This design comes from an exercise in tuning for small area on the open sky130 flow, not from production work.
At most, simulation tests tie the RTL to the original design; equivalence was not proved.
Function not checked in run 6: the RTL went through the layout flow alone.
Power is estimated from default activity; no workload was simulated.

<file path="design/flow/config.mk">
export PLATFORM = sky130hd
export DESIGN_NAME = mflow_top
export DESIGN_NICKNAME = mflow_top
export VERILOG_FILES = /design/flow/design.v
export SDC_FILE = /design/flow/constraint.sdc
export NUM_CORES = 4
export LEC_CHECK = 0
export CAP_MARGIN = 20
export CORE_MARGIN = 2
export CORE_UTILIZATION = 40
export CTS_BUF_LIST = sky130_fd_sc_hd__clkbuf_8
export CTS_CLUSTER_DIAMETER = 70
export CTS_CLUSTER_SIZE = 14
export SLEW_MARGIN = 20
</file>
<file path="design/flow/standard.sh">
#!/bin/bash
# synth_recipe.tcl (not shown) runs the flow's synth.tcl, then flattens the netlist and writes it again
# the make line also repeats each setting of config.mk as NAME=value (left out here)
make -C /OpenROAD-flow-scripts/flow DESIGN_CONFIG=/design/flow/config.mk WORK_HOME=/design/flow/orfs CLKGATE_MAP_FILE= SYNTH_SCRIPT=/design/flow/synth_recipe.tcl "${@:-finish}"
</file>
<file path="design/flow/flow/run.sh">
#!/bin/bash
set -euo pipefail
export BUFFER_PORTS_ARGS="-buffer_cell sky130_fd_sc_hd__buf_1"
bash standard.sh finish > standard_flow.log 2>&1
</file>
<file path="design/flow/constraint.sdc">
create_clock -name core_clock -period 10.0 [get_ports {clk}]
set_input_delay 2.0000 -clock core_clock [delete_from_list [all_inputs] [get_ports {clk}]]
set_output_delay 2.0000 -clock core_clock [all_outputs]
set_load 0.01 [all_outputs]
</file>
<file path="design/flow/design.v">
`timescale 1ns/1ps
package mflow_pkg;
   typedef logic [31:0] word_t;
   typedef logic [31:0] addr_t;
   typedef logic [31:0] vid_t;
   typedef logic [31:0] ts_t;
   typedef logic [2:0]  ttype_t;
   typedef struct packed {
      logic [63:0] args;
      ttype_t      ttype;
      vid_t        object;
      ts_t         ts;
   } task_t;
   typedef struct packed {
      addr_t addr;
   } rd_req_t;
   typedef struct packed {
      word_t data;
      addr_t addr;
   } wr_req_t;
   typedef struct packed {
      word_t data;    
      addr_t addr;
   } undo_entry_t;
   localparam ttype_t DISCHARGE_TASK  = 3'd0;
   localparam ttype_t GET_HEIGHT_TASK = 3'd1;
   localparam ttype_t PUSH_TASK       = 3'd2;
   localparam ttype_t RECEIVE_TASK    = 3'd3;
   localparam int VID_EXCESS_OFFSET = 0;
   localparam int VID_HEIGHT_OFFSET = 8;
   localparam int FLOW_BASE_WORD = 4;
   localparam int VERTEX_SHIFT = 6;    
endpackage
`timescale 1ns/1ps
module mflow_top (
   input  logic        clk,
   input  logic        rstn,
   input  logic        start,
   input  logic [31:0] task_in_ts,
   input  logic [31:0] task_in_object,
   input  logic [2:0]  task_in_ttype,
   input  logic [63:0] task_in_args,
   output logic        done,
   output logic        idle,
   output logic [31:0] task_out_ts,
   output logic [31:0] task_out_object,
   output logic [2:0]  task_out_ttype,
   output logic [63:0] task_out_args,
   output logic        task_out_valid,
   input  logic        task_out_ready,
   output logic [31:0] mem_rd_addr,
   output logic        mem_rd_valid,
   input  logic        mem_rd_ready,
   input  logic [31:0] mem_rd_data,
   input  logic        mem_rd_resp_valid,
   output logic [31:0] mem_wr_addr,
   output logic [31:0] mem_wr_data,
   output logic        mem_wr_valid,
   input  logic        mem_wr_ready,
   output logic [31:0] undo_addr,
   output logic [31:0] undo_data,
   output logic        undo_valid,
   input  logic        undo_ready
);
   localparam logic [4:0] S_H0   = 5'd0,    
                          S_H1   = 5'd1,    
                          S_H2   = 5'd2,    
                          S_LD   = 5'd3,    
                          S_IDLE = 5'd4,
                          S_GH   = 5'd5,    
                          S_RE   = 5'd6,    
                          S_SE   = 5'd7,    
                          S_RF   = 5'd8,    
                          S_UF   = 5'd9,    
                          S_SUB  = 5'd10,   
                          S_WF   = 5'd11,   
                          S_MV   = 5'd12,   
                          S_UE   = 5'd13,   
                          S_ADD  = 5'd14,   
                          S_WE   = 5'd15,   
                          S_CH   = 5'd16,   
                          S_FIN  = 5'd17;
   logic [4:0]  state, nstate;
   logic        wt;         
   logic [4:0]  ph;         
   logic        q1, q2;     
   logic        arm;        
   logic [31:0] base;
   logic [31:0] srg, krg;   
   logic [31:0] erg;        
   logic [31:0] r_ts;       
   logic [31:0] r_ob;       
   logic [31:0] r_x;        
   logic [31:0] r_d;        
   logic [3:0]  idx;
   logic        dcf;        
   logic        nes, nek;   
   logic        nz;         
   wire hdr  = (state == S_H0) || (state == S_H1) || (state == S_H2);
   wire rdst = hdr || (state == S_GH) || (state == S_RE) || (state == S_RF);
   wire ok   = q2;
   wire resp = mem_rd_resp_valid && wt && rdst;
   wire acc  = start && idle;
   wire flst = (state == S_RF) || (state == S_UF) || (state == S_WF);
   wire win  = arm;                   
   wire wend = arm && (ph == 5'd31);  
   logic [6:0] off;
   always_comb begin
      if (state == S_GH)  off = 7'd8;
      else if (flst)      off = 7'd16 + {1'b0, idx, 2'b00};
      else                off = 7'd0;
   end
   logic [26:0] ic;         
   logic [25:0] icin;       
   logic [25:0] vi;         
   logic        ic5, ic16;  
   genvar gi;
   generate
      for (gi = 0; gi < 26; gi++) begin : g_inc
         if (gi == 0)       assign icin[gi] = off[6];
         else if (gi == 5)  assign icin[gi] = ic5;
         else if (gi == 16) assign icin[gi] = ic16;
         else               assign icin[gi] = ic[gi];
         assign vi[gi]    = r_ob[gi] ^ icin[gi];
         assign ic[gi+1]  = r_ob[gi] & icin[gi];
      end
   endgenerate
   assign ic[0] = 1'b0;
   wire [31:0] aop = {vi, off[5:0]};
   logic [32:0] ac;         
   logic [31:0] acin;       
   logic [31:0] asum;
   logic        ac11, ac22;    
   generate
      for (gi = 0; gi < 32; gi++) begin : g_addr
         if (gi == 0)       assign acin[gi] = 1'b0;
         else if (gi == 11) assign acin[gi] = ac11;
         else if (gi == 22) assign acin[gi] = ac22;
         else               assign acin[gi] = ac[gi];
         assign asum[gi]  = base[gi] ^ aop[gi] ^ acin[gi];
         assign ac[gi+1]  = (base[gi] & aop[gi]) | (base[gi] & acin[gi]) | (aop[gi] & acin[gi]);
      end
   endgenerate
   assign ac[0] = 1'b0;
   wire [31:0] addr = hdr ? {28'b0, state[1:0], 2'b00} : asum;
   wire sub  = (state == S_SUB);
   wire xb   = r_x[ph] ^ sub;
   wire dcin = (ph == 5'd0) ? sub : dcf;
   wire dsb  = r_d[0] ^ xb ^ dcin;
   wire dco  = (r_d[0] & xb) | (r_d[0] & dcin) | (xb & dcin);
   wire dtop = (state == S_MV) ? erg[0] : dsb;
   wire vb   = r_ob[ph];
   wire ds   = srg[0] ^ vb;
   wire dk   = krg[0] ^ vb;
   wire act = nz == 1'b0 && nes && nek;
   assign idle           = (state == S_IDLE);
   assign done           = (state == S_FIN);
   assign mem_rd_valid   = rdst && !wt && ok;
   assign mem_rd_addr    = addr;
   assign undo_valid     = ((state == S_UF) || (state == S_UE)) && ok;
   assign undo_addr      = addr;
   assign undo_data      = r_d;
   assign mem_wr_valid   = ((state == S_WF) || (state == S_WE)) && ok;
   assign mem_wr_addr    = addr;
   assign mem_wr_data    = r_d;
   assign task_out_valid = (state == S_CH);
   assign task_out_ts     = r_ts;
   assign task_out_object = r_ob;
   assign task_out_ttype  = {1'b0, wt, 1'b0};
   assign task_out_args   = {r_x, r_d};
   wire rd_go = mem_rd_valid && mem_rd_ready;
   always_comb begin
      nstate = state;
      case (state)
         S_H0:  if (resp) nstate = S_H1;
         S_H1, S_H2: if (resp) nstate = S_LD;
         S_LD:  if (wend) nstate = wt ? S_H2 : S_IDLE;
         S_IDLE: if (start) begin
            case (task_in_ttype)
               3'd1:    nstate = S_GH;
               3'd3:    nstate = S_RE;
               default: nstate = S_FIN;
            endcase
         end
         S_GH:  if (resp) nstate = S_CH;
         S_RE:  if (resp) nstate = S_SE;
         S_SE:  if (wend) nstate = S_RF;
         S_RF:  if (resp) nstate = S_UF;
         S_UF:  if (undo_valid && undo_ready) nstate = S_SUB;
         S_SUB: if (wend) nstate = S_WF;
         S_WF:  if (mem_wr_valid && mem_wr_ready) nstate = S_MV;
         S_MV:  if (wend) nstate = wt ? S_CH : S_UE;
         S_UE:  if (undo_valid && undo_ready) nstate = S_ADD;
         S_ADD: if (wend) nstate = S_WE;
         S_WE:  if (mem_wr_valid && mem_wr_ready) nstate = act ? S_MV : S_FIN;
         S_CH:  if (task_out_ready) nstate = S_FIN;
         default: nstate = S_IDLE;
      endcase
   end
   wire chg   = (nstate != state);
   wire shift = win && ((state == S_SUB) || (state == S_ADD) || (state == S_LD) ||
                        (state == S_SE) || (state == S_MV));
   always_ff @(posedge clk) begin
      if (!rstn) begin
         state <= S_H0;
         wt    <= 1'b0;
         q1    <= 1'b0;
         q2    <= 1'b0;
         arm   <= 1'b0;
         ph    <= 5'd0;
      end else begin
         ph    <= ph + 5'd1;
         state <= nstate;
         q1    <= !chg;
         q2    <= q1 && !chg;
         arm   <= !chg && (arm || (ph == 5'd31));
         if (rd_go) wt <= 1'b1;
         if (resp)  wt <= (state == S_H1) || (state == S_GH);
         if (state == S_LD && wend) wt <= 1'b0;
         if (state == S_WE && mem_wr_valid && mem_wr_ready) wt <= act;
         if (state == S_MV && wend) wt <= 1'b0;
         if (state == S_CH && task_out_ready) wt <= 1'b0;
      end
   end
   always_ff @(posedge clk) begin
      ac11 <= ac[11];
      ac22 <= ac[22];
      ic5  <= ic[5];
      ic16 <= ic[16];
      srg  <= {(state == S_LD && win && wt)  ? r_d[0] : srg[0], srg[31:1]};
      krg  <= {(state == S_LD && win && !wt) ? r_d[0] : krg[0], krg[31:1]};
      erg  <= {(state == S_SE && win)        ? r_d[0] : erg[0], erg[31:1]};
      if (resp && state == S_H0) base <= mem_rd_data;
      if (acc) begin
         r_ts <= task_in_ts;
         r_ob <= task_in_object;
         r_x  <= task_in_args[63:32];
         r_d  <= task_in_args[31:0];
         idx  <= task_in_args[3:0];
      end
      if (state == S_GH && rd_go) r_ob <= r_d;
      if (resp && state != S_H0) r_d <= mem_rd_data;
      if (shift) begin
         r_d <= {dtop, r_d[31:1]};
         dcf <= dco;
      end
      if (state == S_SE && win) begin
         nes <= (ph == 5'd0) ? ds : (nes || ds);
         nek <= (ph == 5'd0) ? dk : (nek || dk);
         nz  <= (ph == 5'd0) ? r_d[0] : (nz || r_d[0]);
      end
      if (state == S_ADD && wend) r_x <= r_ts;
   end
endmodule
</file>
==> results.yml, run 1 <==
status:
  outcome: "complete, no violations"
grt:
  use_met2_pct: 36.56
  grt_util_all_layers_pct: 21.58
  grt_max_degree: 67
  grt_pass1_wl_um: 53140
  grt_pass1_vias: 8458
  grt_overflow: 0
  top_usage_layer: "met2"
  groute.layer.met1.usage_pct: 28.58
  antenna_found_initial: 0
  grtUsageMet3_pct: 4.112
layout:
  nets: 1507
  multiInputGateArea_sq_um: 4105
  drive_gt1_share_pct: 11.63
  antenna_cells: 0
  nFillCells: 3000
  register_area_sq_um: 7328
  syn_to_final_growth_pct: 13.93
synth:
  synthArstFlopShare_pct: 0
  ys_warn_count: 1
  ys.flop_type: "edfxtp_1"
  post_synth.cell_area_avg_sq_um: 13.46
  netlist_area_sq_um: 12680
  yosysUniqueCellTypes: 58
  syn_inst: 942
  ys_ff_latch: 282
  synth-seq-area-share_pct: 57.79
  synth_edf_count: 168
placement:
  port_buffers: 465
  hpwl_um: 27770
  gp_congestion: 0.8726
worst_setup_path:
  crit_path_end_kind: "output port"
  critPathBufInv: 4
  cp_top_family: "adder cells"
  required_ps: 8000
  crit_path_frequent_cell: "fa_1"
  reg2reg_slack_ps: 5000
  arrival_ps: 6240
  path_cells: "ha_1, inv_1, fa_1, fa_1, inv_1, fa_1, fa_1, fa_1, fa_1, fa_1, fa_1, fa_1, fa_1, inv_1, fa_1, nor2_1, buf_1"
  cp_max_fo: 3
  startpoint_type: "flip-flop"
  cpMaxStageDelayCell: "edfxtp_1"
  max_stage_delay_ps: 440
  crit_type: "flip-flop to output port"
clock_network:
  post_cts_resized: 0
  cts_tree: "yes"
  cts_max_level: 1
  cts_made_buffers: 28
  cts_buffer_depth: 3
  postCtsHoldBufs: 0
  cts_setup_buffers: 0
  clk_latency_ps: 590
  path_clk_slew_ps: 90
  cts_root_buf: "clkbuf_8"
  cts_sinks: 282
drt:
  post_drt_wl_per_cell_um: 21.58
  drt-total-wl_um: 36690
  drtIter0Drc: 600
  antenna_left: 0
  num_vias: 8452
  vias_per_cell: 4.972
  drc_errors: 0
  drt_first_pass_iters: 4
floorplan:
  die_w_um: 182.0
  core_area_sq_um: 31390
  num_io_pins: 468
  initial_core_util_pct: 40.39
  die_y_um: 182.0
  dieArea_sq_um: 33140
  rows: 65
pwr:
  finalPower_mw: 2.076
  ir_worst_vdd_v: 0.0001192
  power_leakage_nw: 5.221
  p_per_area_nw_per_um2: 143.7
sta:
  slew_viol_final: 0
  min_period_ps: 8244
  fin_crit_sh_pct: 82.44
  max_slew_margin_pct: 32.45
  tightest_slew_ps: 1010
  clock-skew-final_ps: 23.69
  setup_tns_ps: 0
  max_freq_ghz: 0.1213
  setup_viol: 0
  rsz0062_at_grt: "false"
  hold_viol: 0
min_path:
  hp-class: "flip-flop to flip-flop"
run:
  drv_cap: 0
[worst reg2reg max path, cell delays in order (launching register included)]
cell      delay [ps]
edfxtp_1         440
ha_1             330
inv_1             80
fa_1             190
fa_1             170
inv_1             50
fa_1             410
fa_1             420
fa_1             420
fa_1             420
fa_1             430
fa_1             430
fa_1             430
fa_1             400
inv_1             80
fa_1             170
inv_1             50
[worst paths after layout]
kind                            startpoint              end  cells past startpoint
worst max-delay path               r_ob[5]  mem_rd_addr[21]                     17
worst max register to register     r_ob[5]             ac22                     16
worst min register to register      krg[9]           krg[8]                      0
worst min-delay path                krg[9]           krg[8]                      0
[report_power, final]
part           switching, mW  leakage (nW)  internal (mW)
registers            0.00986          2.43           1.23
logic                 0.0546          2.47         0.0528
clock network          0.423         0.324          0.302
[layout by cell type (no fill, tap or decap), drive strengths merged, types with 3 or more instances in the layout]
cell,count
and2,7
nand2,55
o21a,5
ha,30
edfxtp,168
o21ai,37
nand2b,6
and3,7
nor4,3
nor2,30
xor2,5
clkinv,4
nand3b,3
dfxtp,114
nand4,4
a21o,5
mux4,20
inv,49
a211oi,4
nand4b,3
buf,476
o32ai,4
mux2i,34
mux2,68
clkbuf,28
nand3,12
fa,29
nor2b,28
a21oi,15
nor3,7
xnor2,4
[Yosys cell counts, types with 28 or more instances]
| master | instances | area (sq um) |
|---|---|---|
| nor2_1 | 30 | 112.6 |
| nand2_1 | 55 | 206.5 |
| ha_1 | 30 | 375.4 |
| mux2_2 | 68 | 765.7 |
| edfxtp_1 | 168 | 5045 |
| nor2b_1 | 28 | 175.2 |
| dfxtp_1 | 114 | 2282 |
| fa_1 | 29 | 580.6 |
| inv_1 | 31 | 116.4 |
| o21ai_0 | 37 | 185.2 |
| buf_4 | 131 | 983.4 |
| mux2i_1 | 34 | 340.3 |
[per-layer routing]
metal,vias to the layer above,share of wire (%)
met5,-,0
met4,0,2.1
met3,40,6.3
met2,384,49
met1,4139,43
li1,3889,-
[per-stage QoR]
| stage | hold slack (ps) | cell area [sq um] | setup slack, ps | util, % | instances |
|---|---|---|---|---|---|
| after global placement | 311.0 | 13870 | 2416 | 44.19 | 1648 |
| after global routing | 332.8 | 14450 | 1462 | 46.01 | 1700 |
| after floorplan | 309.6 | 12680 | 2598 | - | 943 |
| final | 319.7 | 14450 | 1756 | 46.01 | 1700 |
| after detailed placement | 312.1 | 13870 | 2315 | 44.19 | 1648 |
| after CTS | 319.4 | 14420 | 1666 | 45.93 | 1699 |
[kinds of logic after synthesis]
kind of cell               count (synthesis)  share of synthesized area [%]
AOI/OAI and AO/OA                         92                          4.579
xor gates and xnor gates                   9                         0.6217
adders and majority gates                 59                          7.540
buffers and inverters                    203                          10.19
DFF                                      282                          57.79
muxes                                    122                          12.28
other                                      1                        0.02958
and+or+nand+nor                          174                          6.967
[sequential cells by signal, summed over array words and instances, names as in the netlist, 4 cells and up]
name / flops
base: 32
r_ob: 32
ph: 5
state: 5
krg: 32
r_d: 32
r_ts: 32
idx: 4
erg: 32
srg: 32
r_x: 32
[final cells by class]
class                      instances  area share, %
clock buffer                      28          2.668
clock inverter                    23          1.100
inverter                          31         0.8055
multi-input combinational        458          28.42
sequential                       282          50.73
tap                              402          3.482
timing repair buffer             476          12.79
==> run 2, diff against run 1 <==
==> design/flow/flow/run.sh (replaced) <==
#!/bin/bash
set -euo pipefail
export BUFFER_PORTS_ARGS="-buffer_cell sky130_fd_sc_hd__buf_1"
bash standard.sh synth > standard_synth.log 2>&1
awk -f flow/filter_lib.awk "$FLOW_HOME/platforms/$FLOW_PLATFORM/lib/sky130_fd_sc_hd__tt_025C_1v80.lib" > restructure.lib
openroad -no_init -exit flow/restructure.tcl > restructure.log 2>&1
bash standard.sh finish > standard_finish.log 2>&1
==> design/flow/flow/filter_lib.awk (new file) <==
# Drop the cells the platform marks don't-use (lpflow and probe cells) from a liberty file.
/^[ \t]*cell[ \t]*\(/ {
   if ($0 ~ /sky130_fd_sc_hd__(lpflow_|probe)/) { skip = 1; depth = 0 }
}
{
   if (skip) {
      n = gsub(/\{/, "{"); m = gsub(/\}/, "}");
      depth += n - m;
      if (depth <= 0 && (n > 0 || m > 0)) { skip = 0 }
      next
   }
   print
}
==> design/flow/flow/restructure.tcl (new file) <==
# Remap the synthesized netlist's combinational logic for area.
set plat $::env(FLOW_HOME)/platforms/$::env(FLOW_PLATFORM)
set res orfs/results/$::env(FLOW_PLATFORM)/mflow_top/base
read_liberty $plat/lib/sky130_fd_sc_hd__tt_025C_1v80.lib
read_db $res/1_synth.odb
read_sdc $res/1_synth.sdc
set_dont_use [get_lib_cells {*/sky130_fd_sc_hd__probe_p_8 */sky130_fd_sc_hd__probec_p_8 */sky130_fd_sc_hd__lpflow_*}]
source $plat/setRC.tcl
report_design_area
file mkdir restructure_work
restructure -target area -liberty_file restructure.lib \
   -tielo_port sky130_fd_sc_hd__conb_1/LO -tiehi_port sky130_fd_sc_hd__conb_1/HI \
   -work_dir restructure_work
report_design_area
report_worst_slack
write_db $res/1_synth.odb
==> design/flow/config.mk (replaced) <==
export PLATFORM = sky130hd
export DESIGN_NAME = mflow_top
export DESIGN_NICKNAME = mflow_top
export VERILOG_FILES = /design/flow/design.v
export SDC_FILE = /design/flow/constraint.sdc
export NUM_CORES = 4
export LEC_CHECK = 0
export CAP_MARGIN = 0
export CORE_MARGIN = 2
export CORE_UTILIZATION = 65
export CTS_BUF_LIST = sky130_fd_sc_hd__clkbuf_8
export CTS_CLUSTER_DIAMETER = 70
export CTS_CLUSTER_SIZE = 14
export SLEW_MARGIN = 0
==> run 2 against run 1 <==
  * Worst setup slack got worse by 210 ps
  * Via count grew 30%
  * Sequential cell count unchanged
  * Fmax fell by 2.5%
  * Clock power down 16%
  * Clock skew rose by 3.3 ps
  * Worst hold slack improved by 1.7 ps
==> results.yml, run 2 <==
status:
  outcome: "complete, no violations"
pwr:
  finalPower_mw: 1.974
  ir_worst_vdd_v: 0.0001171
  p_per_area_nw_per_um2: 144.7
  power_leakage_nw: 4.411
worst_setup_path:
  cp_top_family: "compound AO/OA/AOI/OAI gates"
  cpMaxStageDelayCell: "dfxtp_1"
  path_cells: "clkinv_1, o211ai_1, clkinv_1, a22oi_1, nor2_1, o21ai_0, nor2_1, o21ai_0, nor2_1, o21ai_0, nand2_1, a21oi_1, nand2_1, a21oi_1, nand2_1, a21oi_1, clkinv_1, o21ai_0, o21ai_0, and2_0, nor2_1, nor2_1, a211oi_1, buf_1"
  critPathBufInv: 4
  reg2reg_slack_ps: 4880
  arrival_ps: 6450
  crit_path_end_kind: "output port"
  cp_max_fo: 15
  startpoint_type: "flip-flop"
  max_stage_delay_ps: 670
  crit_type: "flip-flop to output port"
  required_ps: 8000
sta:
  setup_viol: 0
  hold_viol: 0
  max_freq_ghz: 0.1183
  clock-skew-final_ps: 27.03
  fin_ws_ps: 1547
  rsz0062_at_grt: "false"
  min_period_ps: 8453
  max_slew_margin_pct: 19.91
  fin_crit_sh_pct: 84.53
  setup_tns_ps: 0
  tightest_slew_ps: 1194
  slew_viol_final: 0
clock_network:
  cts_setup_buffers: 0
  post_cts_resized: 0
  path_clk_slew_ps: 100
  cts_sinks: 282
  clk_latency_ps: 570
  cts_made_buffers: 24
  postCtsHoldBufs: 0
  cts_max_level: 1
  cts_root_buf: "clkbuf_8"
  cts_tree: "yes"
  cts_buffer_depth: 3
synth:
  netlist_area_sq_um: 11550
  post_synth.cell_area_avg_sq_um: 10.70
  syn_inst: 1079
  ys_warn_count: 1
grt:
  grt_util_all_layers_pct: 46.19
  grt_pass1_vias: 10262
  grt_pass1_wl_um: 62250
  grt_overflow: 0
  antenna_found_initial: 0
  grt_max_degree: 65
placement:
  placedCellCount: 1651
  port_buffers: 465
  place_ws_ps: 2280
  gp_congestion: 0.9904
  hpwl_um: 32260
run:
  drv_cap: 0
drt:
  drt_first_pass_iters: 6
  drtIter0Drc: 1263
  drc_errors: 0
  vias_per_cell: 6.461
  num_vias: 10952
  post_drt_wl_per_cell_um: 26.23
  drt-total-wl_um: 44470
  antenna_left: 0
layout:
  nets: 1623
  mostFrequentLayoutCells: "buf_1, edfxtp_1, dfxtp_1, o22ai_1, nor2_1"
  nFillCells: 1109
  syn_to_final_growth_pct: 18.10
  finalNonFillerCells: 1695
  drive_gt1_share_pct: 3.197
  antenna_cells: 0
  layout_commonest_cell: "buf_1"
floorplan:
  rows: 48
  core_area_sq_um: 17360
  die_y_um: 137.3
  num_io_pins: 468
  initial_core_util_pct: 66.54
  die_w_um: 137.3
  dieArea_sq_um: 18850
min_path:
  hp-class: "flip-flop to flip-flop"
run 2: worst paths after layout:
check	end	startpoint	depth (start not counted)
worst max-delay path	undo_addr[10]	state[1]	24
worst min-delay path	srg[17]	srg[18]	0
worst max register to register	ac11	state[1]	22
worst min register to register	srg[17]	srg[18]	0
run 2: metal layers:
layer / vias up / part of all wire, % / global-route usage (%)
li1: 4668 / - / -
met1: 5038 / 31 / 50.70
met2: 997 / 46 / 73.63
met3: 247 / 12 / 14.72
met4: 2 / 11 / 36.77
met5: - / 0.14 / 3.611
run 2: worst register-to-register path, delay by kind of cell (launching register included):
family                 cells  cell delay (ps)
AO/OA/AOI/OAI             10             2610
AND/OR/NAND/NOR            9              870
flip-flops                 1              670
buffers and inverters      3              880
run 2: metrics by stage:
stage / hold slack [ps] / instance area (sq um) / util (%)
after global routing: 327.3 / 13640 / 78.59
after floorplan: 309.6 / 11550 / -
after detailed placement: 312.1 / 13220 / 76.18
after CTS: 326.8 / 13640 / 78.59
after global placement: 310.1 / 13220 / 76.18
final: 321.4 / 13640 / 78.59
run 2: where the power goes:
| part | switching (mW) | internal (mW) |
|---|---|---|
| clock network | 0.382 | 0.229 |
| registers | 0.00602 | 1.23 |
| logic | 0.0720 | 0.0506 |
| total | 0.460 | 1.51 |
run 2: final cells by class:
type | instances | area, sq um | share of cell area (%)
clock buffers | 24 | 330.3 | 2.422
clock inverters | 20 | 87.58 | 0.6421
inverters | 97 | 364.1 | 2.669
multi-input cells | 571 | 3422 | 25.09
flip-flops and latches | 282 | 7327 | 53.71
well taps | 225 | 281.5 | 2.064
repair buffers | 476 | 1828 | 13.40
==> run 3, diff against run 2 <==
==> design/flow/config.mk (replaced) <==
export PLATFORM = sky130hd
export DESIGN_NAME = mflow_top
export DESIGN_NICKNAME = mflow_top
export VERILOG_FILES = /design/flow/design.v
export SDC_FILE = /design/flow/constraint.sdc
export NUM_CORES = 4
export LEC_CHECK = 0
export CAP_MARGIN = 20
export CORE_MARGIN = 2
export CORE_UTILIZATION = 40
export CTS_BUF_LIST = sky130_fd_sc_hd__clkbuf_8
export CTS_CLUSTER_DIAMETER = 70
export CTS_CLUSTER_SIZE = 16
export SLEW_MARGIN = 20
==> run 3 against run 2 <==
  * Clock power grew 5.6%
  * Cell count grew 9.4%
  * Final area grew 1.7%
  * Sequential power is essentially flat
  * Synthesized cell count is the same
  * Sequential cell count is the same
  * Combinational power shrank 6%
  * Wire length shrank 9.4%
  * Register-to-register slack is essentially flat
  * Die area grew 60%
  * Still clean
  * Total power grew 1.6%
  * Critical path depth is the same
==> results.yml, run 3 <==
synth:
  ys_warn_count: 1
  syn_inst: 1079
  netlist_area_sq_um: 11550
  post_synth.cell_area_avg_sq_um: 10.70
clock_network:
  cts_buffer_depth: 3
  cts_setup_buffers: 0
  cts_sinks: 282
  cts_root_buf: "clkbuf_8"
  cts_tree: "yes"
  cts_max_level: 1
  post_cts_resized: 0
  clk_latency_ps: 570
  cts_made_buffers: 23
  path_clk_slew_ps: 100
  postCtsHoldBufs: 0
drt:
  drc_errors: 0
  post_drt_wl_per_cell_um: 21.72
  drtIter0Drc: 651
  drt_first_pass_iters: 5
  num_vias: 9850
  drt-total-wl_um: 40270
  vias_per_cell: 5.313
  antenna_left: 0
worst_setup_path:
  startpoint_type: "flip-flop"
  max_stage_delay_ps: 660
  crit_path_end_kind: "output port"
  arrival_ps: 6260
  cp_top_family: "compound AO/OA/AOI/OAI gates"
  required_ps: 8000
  cp_max_fo: 15
  path_cells: "clkinv_1, o211ai_1, clkinv_1, a22oi_1, nor2_1, o21ai_0, nor2_1, o21ai_0, nor2_1, o21ai_0, nand2_1, a21oi_1, nand2_1, a21oi_1, nand2_1, a21oi_1, clkinv_1, o21ai_0, o21ai_0, and2_0, nor2_1, nor2_1, a211oi_1, buf_1"
  crit_type: "flip-flop to output port"
  cpMaxStageDelayCell: "dfxtp_1"
  critPathBufInv: 4
floorplan:
  die_y_um: 173.9
  initial_core_util_pct: 40.46
  rows: 62
  num_io_pins: 468
  dieArea_sq_um: 30250
  die_w_um: 173.9
  core_area_sq_um: 28550
sta:
  clock-skew-final_ps: 19.15
  max_freq_ghz: 0.1211
  min_period_ps: 8259
  max_slew_margin_pct: 31.94
  slew_viol_final: 0
  hold_viol: 0
  setup_viol: 0
  fin_crit_sh_pct: 82.59
  rsz0062_at_grt: "false"
  setup_tns_ps: 0
  tightest_slew_ps: 1021
pwr:
  pwr-share-comb_pct: 5.8
  swShare_pct: 23.40
  p_sw_mw: 0.4690
  p_per_area_nw_per_um2: 144.5
  ir_worst_vdd_v: 0.0001695
  pwr-share-clk_pct: 32.2
  seqPwrFrac_pct: 62.1
  p_int_mw: 1.536
  power_leakage_nw: 4.407
  finalPower_mw: 2.004
layout:
  mostFrequentLayoutCells: "buf_1, edfxtp_1, dfxtp_1, o22ai_1, nor2_1"
  syn_to_final_growth_pct: 20.13
  nets: 1623
  layout_commonest_cell: "buf_1"
  drive_gt1_share_pct: 3.608
grt:
  groute.layer.met1.usage_pct: 32.03
  grt_overflow: 0
  use_met2_pct: 44.42
  grt_util_all_layers_pct: 25.52
  grt_pass1_wl_um: 57970
  grt_pass1_vias: 9486
  grt_max_degree: 65
  antenna_found_initial: 0
  top_usage_layer: "met2"
  grtUsageMet3_pct: 5.074
placement:
  hpwl_um: 29780
  gp_congestion: 0.8983
  port_buffers: 465
status:
  outcome: "complete, no violations"
min_path:
  hp-class: "flip-flop to flip-flop"
run:
  drv_cap: 0
==> run 3: per-stage QoR <==
step / cells / setup slack (ps) / area (sq um) / util, % / hold slack (ps)
after CTS: 1853 / 1763 / 13870 / 48.59 / 323.6
after global placement: 1811 / 2522 / 13430 / 47.05 / 311.5
final: 1854 / 1741 / 13870 / 48.60 / 321.1
after global routing: 1853 / 1119 / 13870 / 48.59 / 331.1
after floorplan: 1079 / 3424 / 11550 / - / 309.6
after detailed placement: 1811 / 2432 / 13430 / 47.05 / 312.1
==> run 3: layout make-up <==
type	instances	area (sq um)
fill	2758	14670
tap	384	480.5
inverter	97	365.4
clock buffer	23	316.6
timing repair buffer	477	1836
multi-input combinational	571	3422
antenna	1	2.502
clock inverter	19	123.9
sequential	282	7328
==> run 3: worst paths after layout <==
kind,startpoint,to,slack [ps],cells past startpoint
hold / removal,krg[6],krg[5],320,0
setup / recovery,state[1],mem_rd_addr[10],1740,24
setup reg to reg,state[1],ac11,4870,22
hold reg to reg,krg[6],krg[5],320,0
==> run 3: power by group through the flow <==
stage               clock network, mW  logic (mW)  registers [mW]
global placement                    0       0.114            1.27
finish                          0.645       0.116            1.24
floorplan                           0      0.0601            1.27
detailed placement                  0       0.115            1.27
global route                    0.703       0.127            1.25
CTS                             0.663       0.116            1.24
==> run 3: metal layers <==
layer / part of all wire, % / wire length (um) / vias to the layer above
li1: - / - / 4693
met4: 2.9 / 1149 / 0
met2: 49 / 19740 / 491
met3: 7.6 / 3048 / 61
met5: 0 / 0 / -
met1: 41 / 16330 / 4605
==> run 4, diff against run 3 <==
--- a/design/flow/config.mk
+++ b/design/flow/config.mk
@@ -10,5 +10,5 @@
 export CORE_UTILIZATION = 40
 export CTS_BUF_LIST = sky130_fd_sc_hd__clkbuf_8
 export CTS_CLUSTER_DIAMETER = 70
-export CTS_CLUSTER_SIZE = 16
+export CTS_CLUSTER_SIZE = 14
 export SLEW_MARGIN = 20
==> run 4 against run 3 <==
  * Wire length up 0.10%
  * Via count grew 0.23%
  * Worst setup slack improved by 33 ps
  * Critical endpoint unchanged
  * Largest power group unchanged
  * Non-clock buffer count is the same
  * First-iteration DRC count is 15% higher
  * Sequential power about the same
  * Fmax increased by 0.40%
  * Die area did not move
==> results.yml, run 4 <==
status:
  outcome: "complete, no violations"
clock_network:
  clk_latency_ps: 580
  cts_tree: "yes"
  postCtsHoldBufs: 0
  cts_setup_buffers: 0
  cts_made_buffers: 25
  cts_sinks: 282
  cts_buffer_depth: 3
  post_cts_resized: 0
  cts_root_buf: "clkbuf_8"
  cts_max_level: 1
  path_clk_slew_ps: 100
sta:
  max_freq_ghz: 0.1216
  fin_ws_ps: 1774
  fin_crit_sh_pct: 82.26
  slew_viol_final: 0
  clock-skew-final_ps: 28.25
  max_slew_margin_pct: 32.42
  min_period_ps: 8226
  tightest_slew_ps: 1014
  setup_tns_ps: 0
  setup_viol: 0
  rsz0062_at_grt: "false"
  hold_viol: 0
floorplan:
  core_area_sq_um: 28550
  initial_core_util_pct: 40.46
  num_io_pins: 468
  die_y_um: 173.9
  die_w_um: 173.9
  dieArea_sq_um: 30250
  rows: 62
placement:
  port_buffers: 465
  gp_congestion: 0.8983
  place_ws_ps: 2432
  hpwl_um: 29780
  place_area_sq_um: 13430
worst_setup_path:
  startpoint_type: "flip-flop"
  startpoint: "state[1]"
  required_ps: 8000
  reg2regPathDepth: 22
  reg2reg_slack_ps: 4920
  crit_type: "flip-flop to output port"
  r2r_end: "ac11"
  crit_path_end_kind: "output port"
  arrival_ps: 6230
  cp_max_fo: 15
  reg2reg_from: "state[1]"
drt:
  drc_errors: 0
  drt-total-wl_um: 40310
  vias_per_cell: 5.320
  antenna_left: 0
  num_vias: 9873
  drtIter0Drc: 748
  drt_first_pass_iters: 5
  post_drt_wl_per_cell_um: 21.72
layout:
  nets: 1625
  antenna_cells: 0
  layout_commonest_cell: "buf_1"
  drive_gt1_share_pct: 3.601
  syn_to_final_growth_pct: 20.20
  mostFrequentLayoutCells: "buf_1, edfxtp_1, dfxtp_1, o22ai_1, nor2_1"
  stdcell_area_sq_um: 13880
synth:
  syn_inst: 1079
  ys_warn_count: 1
  netlist_area_sq_um: 11550
  post_synth.cell_area_avg_sq_um: 10.70
pwr:
  power_leakage_nw: 4.422
  p_int_mw: 1.533
  p_sw_mw: 0.4685
  seqPwrFrac_pct: 62.2
  pwr-share-clk_pct: 32.1
  ir_worst_vdd_v: 0.0001125
  p_per_area_nw_per_um2: 144.1
  swShare_pct: 23.41
  pwr-share-comb_pct: 5.8
  finalPower_mw: 2.001
grt:
  grt_util_all_layers_pct: 25.57
  top_usage_layer: "met2"
  grt_max_degree: 65
  grt_overflow: 0
  grt_pass1_wl_um: 58120
  use_met2_pct: 44.79
  antenna_found_initial: 0
  groute.layer.met1.usage_pct: 31.70
  grt_pass1_vias: 9511
  grtUsageMet3_pct: 5.577
run:
  drv_cap: 0
min_path:
  min_from: "krg[6]"
  hold_end: "krg[5]"
  hp-class: "flip-flop to flip-flop"
  hold_path_depth: 0
-- run 4: worst max-delay path by stage --
stage | cells after the start | end
floorplan | 28 | mem_wr_addr[21]
global placement | 24 | mem_rd_addr[10]
detailed placement | 24 | mem_rd_addr[10]
CTS | 24 | mem_rd_addr[10]
global route | 24 | mem_rd_addr[10]
finish | 24 | mem_rd_addr[10]
-- run 4: final cells by class --
type                            instances  area [sq um]
Clock buffer                           26         357.8
Clock inverter                         19         93.84
Fill cell                            2755         14660
Inverter                               97         365.4
Multi-Input combinational cell        571          3422
Sequential cell                       282          7328
Tap cell                              384         480.5
Timing Repair Buffer                  477          1836
-- run 4: stage by stage --
step	std cells	util, %	hold slack [ps]
floorplan	1079	-	309.6
global placement	1811	47.05	311.5
detailed placement	1811	47.05	312.1
CTS	1856	48.63	325.5
global route	1856	48.63	325.9
finish	1856	48.63	317.9
-- run 4: worst max-delay path, cell delays in order (launching register included) --
cell and delay (ps):
dfxtp_1 650, clkinv_1 570, o211ai_1 500, clkinv_1 180, a22oi_1 290, nor2_1 100
o21ai_0 290, nor2_1 70, o21ai_0 290, nor2_1 80, o21ai_0 290, nand2_1 90
a21oi_1 230, nand2_1 80, a21oi_1 240, nand2_1 80, a21oi_1 240, clkinv_1 110
o21ai_0 140, o21ai_0 140, and2_0 210, nor2_1 130, nor2_1 50, a211oi_1 400
buf_1 230
-- run 4: power by group through the flow --
stage / Combinational [mW] / Sequential, mW / Clock, mW
after floorplan: 0.0601 / 1.27 / 0
after global placement: 0.114 / 1.27 / 0
after detailed placement: 0.115 / 1.27 / 0
after CTS: 0.116 / 1.24 / 0.663
after global routing: 0.127 / 1.25 / 0.703
final: 0.116 / 1.24 / 0.641
-- run 4: metal layers --
metal / vias to the layer above / share of wire (%)
met3: 66 / 7.7
met1: 4634 / 40
li1: 4690 / -
met4: 0 / 2.8
met5: - / 0
met2: 483 / 49
==> run 5, diff against run 4 <==
--- a/design/flow/config.mk
+++ b/design/flow/config.mk
@@ -8,7 +8,7 @@
 export CAP_MARGIN = 20
 export CORE_MARGIN = 2
 export CORE_UTILIZATION = 40
-export CTS_BUF_LIST = sky130_fd_sc_hd__clkbuf_8
-export CTS_CLUSTER_DIAMETER = 70
-export CTS_CLUSTER_SIZE = 14
+export CTS_BUF_LIST = sky130_fd_sc_hd__clkbuf_4 sky130_fd_sc_hd__clkbuf_8
+export CTS_CLUSTER_DIAMETER = 60
+export CTS_CLUSTER_SIZE = 12
 export SLEW_MARGIN = 20
==> run 5 against run 4 <==
  * Synthesized cell count unchanged
  * Die area unchanged
  * Worst setup slack got worse by 1.4 ps
  * Via count increased by 0.73%
  * Clock skew decreased by 9.0 ps
  * Sequential power about the same
  * Non-clock buffer count unchanged
  * Register-to-register slack about the same
  * Critical endpoint unchanged
  * Largest cell class unchanged
==> results.yml, run 5 <==
clock_network:
  post_cts_resized: 0
  cts_setup_buffers: 0
  cts_made_buffers: 31
  cts_sinks: 282
  clk_latency_ps: 600
  postCtsHoldBufs: 0
  cts_root_buf: "clkbuf_8"
  cts_max_level: 1
  path_clk_slew_ps: 90
  cts_buffer_depth: 3
  cts_tree: "yes"
worst_setup_path:
  startpoint_type: "flip-flop"
  crit_path_end_kind: "output port"
  max_stage_delay_ps: 640
  arrival_ps: 6230
  path_cells: "clkinv_1, o211ai_1, clkinv_1, a22oi_1, nor2_1, o21ai_0, nor2_1, o21ai_0, nor2_1, o21ai_0, nand2_1, a21oi_1, nand2_1, a21oi_1, nand2_1, a21oi_1, clkinv_1, o21ai_0, o21ai_0, and2_0, nor2_1, nor2_1, a211oi_1, buf_1"
  crit_type: "flip-flop to output port"
  required_ps: 8000
  cp_max_fo: 15
  cpMaxStageDelayCell: "dfxtp_1"
placement:
  hpwl_um: 29780
  port_buffers: 465
  place_area_sq_um: 13430
  gp_congestion: 0.8983
run:
  drv_cap: 0
sta:
  setup_viol: 0
  tightest_slew_ps: 1016
  min_period_ps: 8228
  worst_hold_slack_ps: 321.7
  max_slew_margin_pct: 31.88
  setup_tns_ps: 0
  hold_viol: 0
  rsz0062_at_grt: "false"
  clock-skew-final_ps: 19.22
  fin_crit_sh_pct: 82.28
  slew_viol_final: 0
  max_freq_ghz: 0.1215
drt:
  wl_met2_um: 19890
  num_vias: 9945
  drc_errors: 0
  drt_first_pass_iters: 5
  wl_met1_um: 16170
  routed.top_layer: "met4"
  post_drt_wl_per_cell_um: 21.73
  drtIter0Drc: 583
  vias_per_cell: 5.321
  wl_met3_um: 3274
  drt-total-wl_um: 40610
  antenna_left: 0
synth:
  post_synth.cell_area_avg_sq_um: 10.70
  syn_inst: 1079
  netlist_area_sq_um: 11550
  ys_warn_count: 1
layout:
  mostFrequentLayoutCells: "buf_1, edfxtp_1, dfxtp_1, o22ai_1, nor2_1"
  syn_to_final_growth_pct: 22.14
  nets: 1631
  layout_commonest_cell: "buf_1"
  drive_gt1_share_pct: 5.387
  stdcell_area_sq_um: 14110
  antenna_cells: 0
  register_area_sq_um: 7328
  nFillCells: 2758
  multiInputGateArea_sq_um: 3422
grt:
  grt_max_degree: 65
  grt_pass1_wl_um: 58500
  antenna_found_initial: 0
  grt_pass1_vias: 9624
  grt_util_all_layers_pct: 25.82
  grt_overflow: 0
floorplan:
  die_w_um: 173.9
  core_area_sq_um: 28550
  dieArea_sq_um: 30250
  num_io_pins: 468
  initial_core_util_pct: 40.46
  rows: 62
  die_y_um: 173.9
min_path:
  hp-class: "flip-flop to flip-flop"
pwr:
  p_per_area_nw_per_um2: 155.5
  power_leakage_nw: 4.503
  ir_worst_vdd_v: 0.0001449
status:
  outcome: "complete, no violations"
run 5: worst paths after layout:
path / start / endpoint / slack (ps) / cells after the start
setup reg to reg: state[1] / ac11 / 4930 / 22
hold reg to reg: srg[11] / srg[10] / 320 / 0
setup / recovery: state[1] / mem_rd_addr[10] / 1770 / 24
hold / removal: srg[11] / srg[10] / 320 / 0
run 5: layout make-up:
cell class,instances,share of cell area (%)
sequential,282,51.95
clock buffer,46,3.867
tap,384,3.406
clock inverter,12,0.9224
inverter,97,2.590
multi-input combinational,571,24.26
timing repair buffer,477,13.01
run 5: where the power goes:
group	internal, mW	switching [mW]	total, mW
clock network	0.409	0.425	0.834
logic	0.0507	0.0653	0.116
registers	1.23	0.00955	1.24
total	1.69	0.500	2.19
run 5: routing by layer:
metal | track usage (%) | up-vias
met4 | 8.754 | 0
met5 | 0 | -
met2 | 44.77 | 508
li1 | - | 4702
met1 | 31.91 | 4662
met3 | 5.665 | 73
run 5: critical path, delay by kind of cell, from the launching register on:
family                 cells  cell delay [ps]
AOI/OAI and AO/OA         11             3010
buffers and inverters      4             1080
and+or+nand+nor            9              880
DFF                        1              640
run 5: metrics by stage:
stage	worst slack, ps	power [mW]	util, %	cells
3_3_place_gp	2522	1.385	47.05	1811
5_1_grt	1124	2.273	49.42	1869
6_report	1772	2.194	49.42	1869
4_1_cts	1763	2.215	49.41	1869
3_5_place_dp	2432	1.386	47.05	1811
2_1_floorplan	3424	1.329	-	1079
==> run 6, diff against run 5 <==
--- a/design/flow/design.v
+++ b/design/flow/design.v
@@ -104,29 +104,14 @@
    wire flst = (state == S_RF) || (state == S_UF) || (state == S_WF);
    wire win  = arm;                   
    wire wend = arm && (ph == 5'd31);  
-   logic [6:0] off;
+   logic [5:0] off;
    always_comb begin
-      if (state == S_GH)  off = 7'd8;
-      else if (flst)      off = 7'd16 + {1'b0, idx, 2'b00};
-      else                off = 7'd0;
-   end
-   logic [26:0] ic;         
-   logic [25:0] icin;       
-   logic [25:0] vi;         
-   logic        ic5, ic16;  
+      if (state == S_GH)  off = 6'd8;
+      else if (flst)      off = {idx + 4'd4, 2'b00};
+      else                off = 6'd0;
+   end
    genvar gi;
-   generate
-      for (gi = 0; gi < 26; gi++) begin : g_inc
-         if (gi == 0)       assign icin[gi] = off[6];
-         else if (gi == 5)  assign icin[gi] = ic5;
-         else if (gi == 16) assign icin[gi] = ic16;
-         else               assign icin[gi] = ic[gi];
-         assign vi[gi]    = r_ob[gi] ^ icin[gi];
-         assign ic[gi+1]  = r_ob[gi] & icin[gi];
-      end
-   endgenerate
-   assign ic[0] = 1'b0;
-   wire [31:0] aop = {vi, off[5:0]};
+   wire [31:0] aop = {r_ob[25:0], off[5:0]};
    logic [32:0] ac;         
    logic [31:0] acin;       
    logic [31:0] asum;
@@ -144,12 +129,17 @@
    assign ac[0] = 1'b0;
    wire [31:0] addr = hdr ? {28'b0, state[1:0], 2'b00} : asum;
    wire sub  = (state == S_SUB);
-   wire xb   = r_x[ph] ^ sub;
+   wire xb   = r_x[0] ^ sub;
    wire dcin = (ph == 5'd0) ? sub : dcf;
    wire dsb  = r_d[0] ^ xb ^ dcin;
    wire dco  = (r_d[0] & xb) | (r_d[0] & dcin) | (xb & dcin);
    wire dtop = (state == S_MV) ? erg[0] : dsb;
-   wire vb   = r_ob[ph];
+   wire vb   = r_ob[0];
+   wire inc  = idx[3] && idx[2] && !wt;
+   wire dec  = (state == S_MV);
+   wire ocin = (ph == 5'd0) ? inc : dcf;
+   wire obit = r_ob[0] ^ ocin;
+   wire oco  = (r_ob[0] ^ dec) & ocin;
    wire ds   = srg[0] ^ vb;
    wire dk   = krg[0] ^ vb;
    wire act = nz == 1'b0 && nes && nek;
@@ -225,8 +215,6 @@
    always_ff @(posedge clk) begin
       ac11 <= ac[11];
       ac22 <= ac[22];
-      ic5  <= ic[5];
-      ic16 <= ic[16];
       srg  <= {(state == S_LD && win && wt)  ? r_d[0] : srg[0], srg[31:1]};
       krg  <= {(state == S_LD && win && !wt) ? r_d[0] : krg[0], krg[31:1]};
       erg  <= {(state == S_SE && win)        ? r_d[0] : erg[0], erg[31:1]};
@@ -242,13 +230,15 @@
       if (resp && state != S_H0) r_d <= mem_rd_data;
       if (shift) begin
          r_d <= {dtop, r_d[31:1]};
-         dcf <= dco;
-      end
+         dcf <= ((state == S_SE) || (state == S_MV)) ? oco : dco;
+      end
+      if (win && ((state == S_SE) || (state == S_MV))) r_ob <= {obit, r_ob[31:1]};
       if (state == S_SE && win) begin
          nes <= (ph == 5'd0) ? ds : (nes || ds);
          nek <= (ph == 5'd0) ? dk : (nek || dk);
          nz  <= (ph == 5'd0) ? r_d[0] : (nz || r_d[0]);
       end
+      if (win && ((state == S_SUB) || (state == S_ADD))) r_x <= {r_x[0], r_x[31:1]};
       if (state == S_ADD && wend) r_x <= r_ts;
    end
 endmodule
--- a/design/flow/config.mk
+++ b/design/flow/config.mk
@@ -8,7 +8,7 @@
 export CAP_MARGIN = 20
 export CORE_MARGIN = 2
 export CORE_UTILIZATION = 40
-export CTS_BUF_LIST = sky130_fd_sc_hd__clkbuf_4 sky130_fd_sc_hd__clkbuf_8
-export CTS_CLUSTER_DIAMETER = 60
-export CTS_CLUSTER_SIZE = 12
+export CTS_BUF_LIST = sky130_fd_sc_hd__clkbuf_8
+export CTS_CLUSTER_DIAMETER = 70
+export CTS_CLUSTER_SIZE = 14
 export SLEW_MARGIN = 20
==> run 6 against run 5 <==
  * Still clean on timing, DRC and antenna
  * Via count fell by 1.9%
  * Worst setup slack improved by 340 ps
  * Area after synthesis fell by 2.3%
  * Global-route usage fell by 0.31 points
  * Core utilization fell by 0.43 points
  * Synthesized cell count fell by 3.8%
  * Wire length fell by 1.4%
  * Worst hold slack got worse by 6.0 ps
  * Register-to-register slack improved by 500 ps
  * Final area fell by 3.5%
  * Fmax rose by 4.3%
  * Critical path type unchanged
  * Critical endpoint unchanged
==> results.yml, run 6 <==
sta:
  rsz0062_at_grt: "false"
  clock-skew-final_ps: 31.89
  min_period_ps: 7891
  tightest_slew_ps: 1066
  slew_viol_final: 0
  max_slew_margin_pct: 28.77
  fin_crit_sh_pct: 78.91
  max_freq_ghz: 0.1267
  setup_viol: 0
  hold_viol: 0
  setup_tns_ps: 0
floorplan:
  initial_core_util_pct: 40.62
  die_y_um: 172.0
  num_io_pins: 468
  rows: 61
  die_w_um: 172.0
  core_area_sq_um: 27780
  dieArea_sq_um: 29570
min_path:
  hp-class: "flip-flop to flip-flop"
grt:
  grt_pass1_wl_um: 55570
  grt_pass1_vias: 8607
  antenna_found_initial: 0
  grt_overflow: 0
  grt_max_degree: 65
  grt_util_all_layers_pct: 25.51
pwr:
  p_per_area_nw_per_um2: 144.5
  ir_worst_vdd_v: 0.00009021
  power_leakage_nw: 4.233
  finalPower_mw: 1.966
layout:
  stdcell_area_sq_um: 13610
  drive_gt1_share_pct: 3.436
  syn_to_final_growth_pct: 20.60
  nets: 1581
  layout_commonest_cell: "buf_1"
  mostFrequentLayoutCells: "buf_1, edfxtp_1, o22ai_1, dfxtp_1, nor2_1"
  antenna_cells: 0
  finalNonFillerCells: 1804
clock_network:
  clk_latency_ps: 580
  path_clk_slew_ps: 100
  post_cts_resized: 0
  cts_setup_buffers: 0
  cts_sinks: 280
  cts_max_level: 1
  cts_root_buf: "clkbuf_8"
  cts_tree: "yes"
  cts_made_buffers: 24
  postCtsHoldBufs: 0
  cts_buffer_depth: 3
drt:
  drt-total-wl_um: 40060
  drt_first_pass_iters: 5
  vias_per_cell: 5.410
  drc_errors: 0
  post_drt_wl_per_cell_um: 22.20
  drtIter0Drc: 849
  antenna_left: 0
  num_vias: 9760
synth:
  post_synth.cell_area_avg_sq_um: 10.87
  syn_inst: 1038
  ys_warn_count: 1
  netlist_area_sq_um: 11290
worst_setup_path:
  crit_type: "flip-flop to output port"
  arrival_ps: 5890
  crit_path_end_kind: "output port"
  startpoint_type: "flip-flop"
  cp_max_fo: 13
  required_ps: 8000
placement:
  gp_congestion: 0.9198
  port_buffers: 465
  placedCellCount: 1761
  place_area_sq_um: 13170
  hpwl_um: 29230
run:
  drv_cap: 0
status:
  outcome: "complete, no violations"
==> run 6: final cells by class <==
type	count	area [sq um]
inverter	71	267.8
clock buffer	25	344.1
fill	2703	14170
tap	378	473.0
multi-input combinational	557	3327
clock inverter	17	71.32
sequential	280	7287
timing repair buffer	476	1841
==> run 6: critical path: stages, from the launching register on <==
cell and delay, ps:
dfxtp_1 530, clkinv_1 440, o211ai_1 290, clkinv_1 140, a21boi_0 330, nor2_1 110
o21ai_0 270, nor2_1 70, o21ai_0 250, nor2_1 80, o21ai_0 260, nor2_1 70
o21ai_0 260, nor2_1 60, o21ai_0 260, nor2_1 60, o21ai_0 300, nor2_1 70
o21ai_0 270, nor2b_1 230, nor2_1 80, a211oi_1 660, buf_1 220
==> run 6: path summary, 6_finish.rpt <==
kind,cells past startpoint,start,to,slack [ps]
worst max register to register,20,state[2],ac11,5430
worst min-delay path,0,krg[26],krg[25],320
worst max-delay path,22,state[2],mem_rd_addr[10],2110
worst min register to register,0,krg[26],krg[25],320
==> run 6: power breakdown <==
group	switching, mW	internal [mW]	total (mW)
Combinational	0.0683	0.0458	0.114
Sequential	0.00686	1.23	1.23
Clock	0.384	0.234	0.618
Total	0.459	1.51	1.97
==> run 6: metrics by stage <==
stage / setup slack, ps / util [%] / hold WS, ps
2_1_floorplan: 2642 / - / 309.6
3_3_place_gp: 2933 / 47.39 / 310.7
3_5_place_dp: 2771 / 47.39 / 312.1
5_1_grt: 1599 / 48.99 / 322.1
6_report: 2109 / 48.99 / 315.7
4_1_cts: 2147 / 48.89 / 316.5
==> run 6: metal layers <==
layer  GRT usage [%]  part of all wire (%)
met5               0                     0
met4           4.348                   1.3
met3           8.743                    12
met2           38.76                    45
met1           35.86                    42

==> static timing again, ports no longer ideal <==
How much do the figures lean on ideal ports? The routed layouts below were timed once more, with nothing changed but the port constraints.
Step 1 sets driving cells, clkbuf_16 on the clock port and buf_2 on the other inputs (assumed; they add their load-dependent delay and slew).
Step 2 moves the port delays by t, midway between the first and last clock arrival at a register: inputs arrive t later, outputs are due t later. That takes back most of the time a late clock gives input paths.
Three values: ideal, step 1, step 2; two values: the first two.
run	t (ns)	setup slack, ns	worst setup path after step 2	worst slew at a driven data input, ns
run 1	0.621	1.756 / 1.712 / 2.333	register to output	0.09
run 2	0.604	1.547 / 1.502 / 2.106	register to output	0.09
run 3	0.617	1.741 / 1.686 / 2.304	register to output	0.10
run 4	0.613	1.774 / 1.726 / 2.339	register to output	0.10
run 5	0.642	1.772 / 1.723 / 2.365	register to output	0.10
run 6	0.606	2.109 / 2.064 / 2.670	register to output	0.08
After both steps every run listed still meets setup and hold.
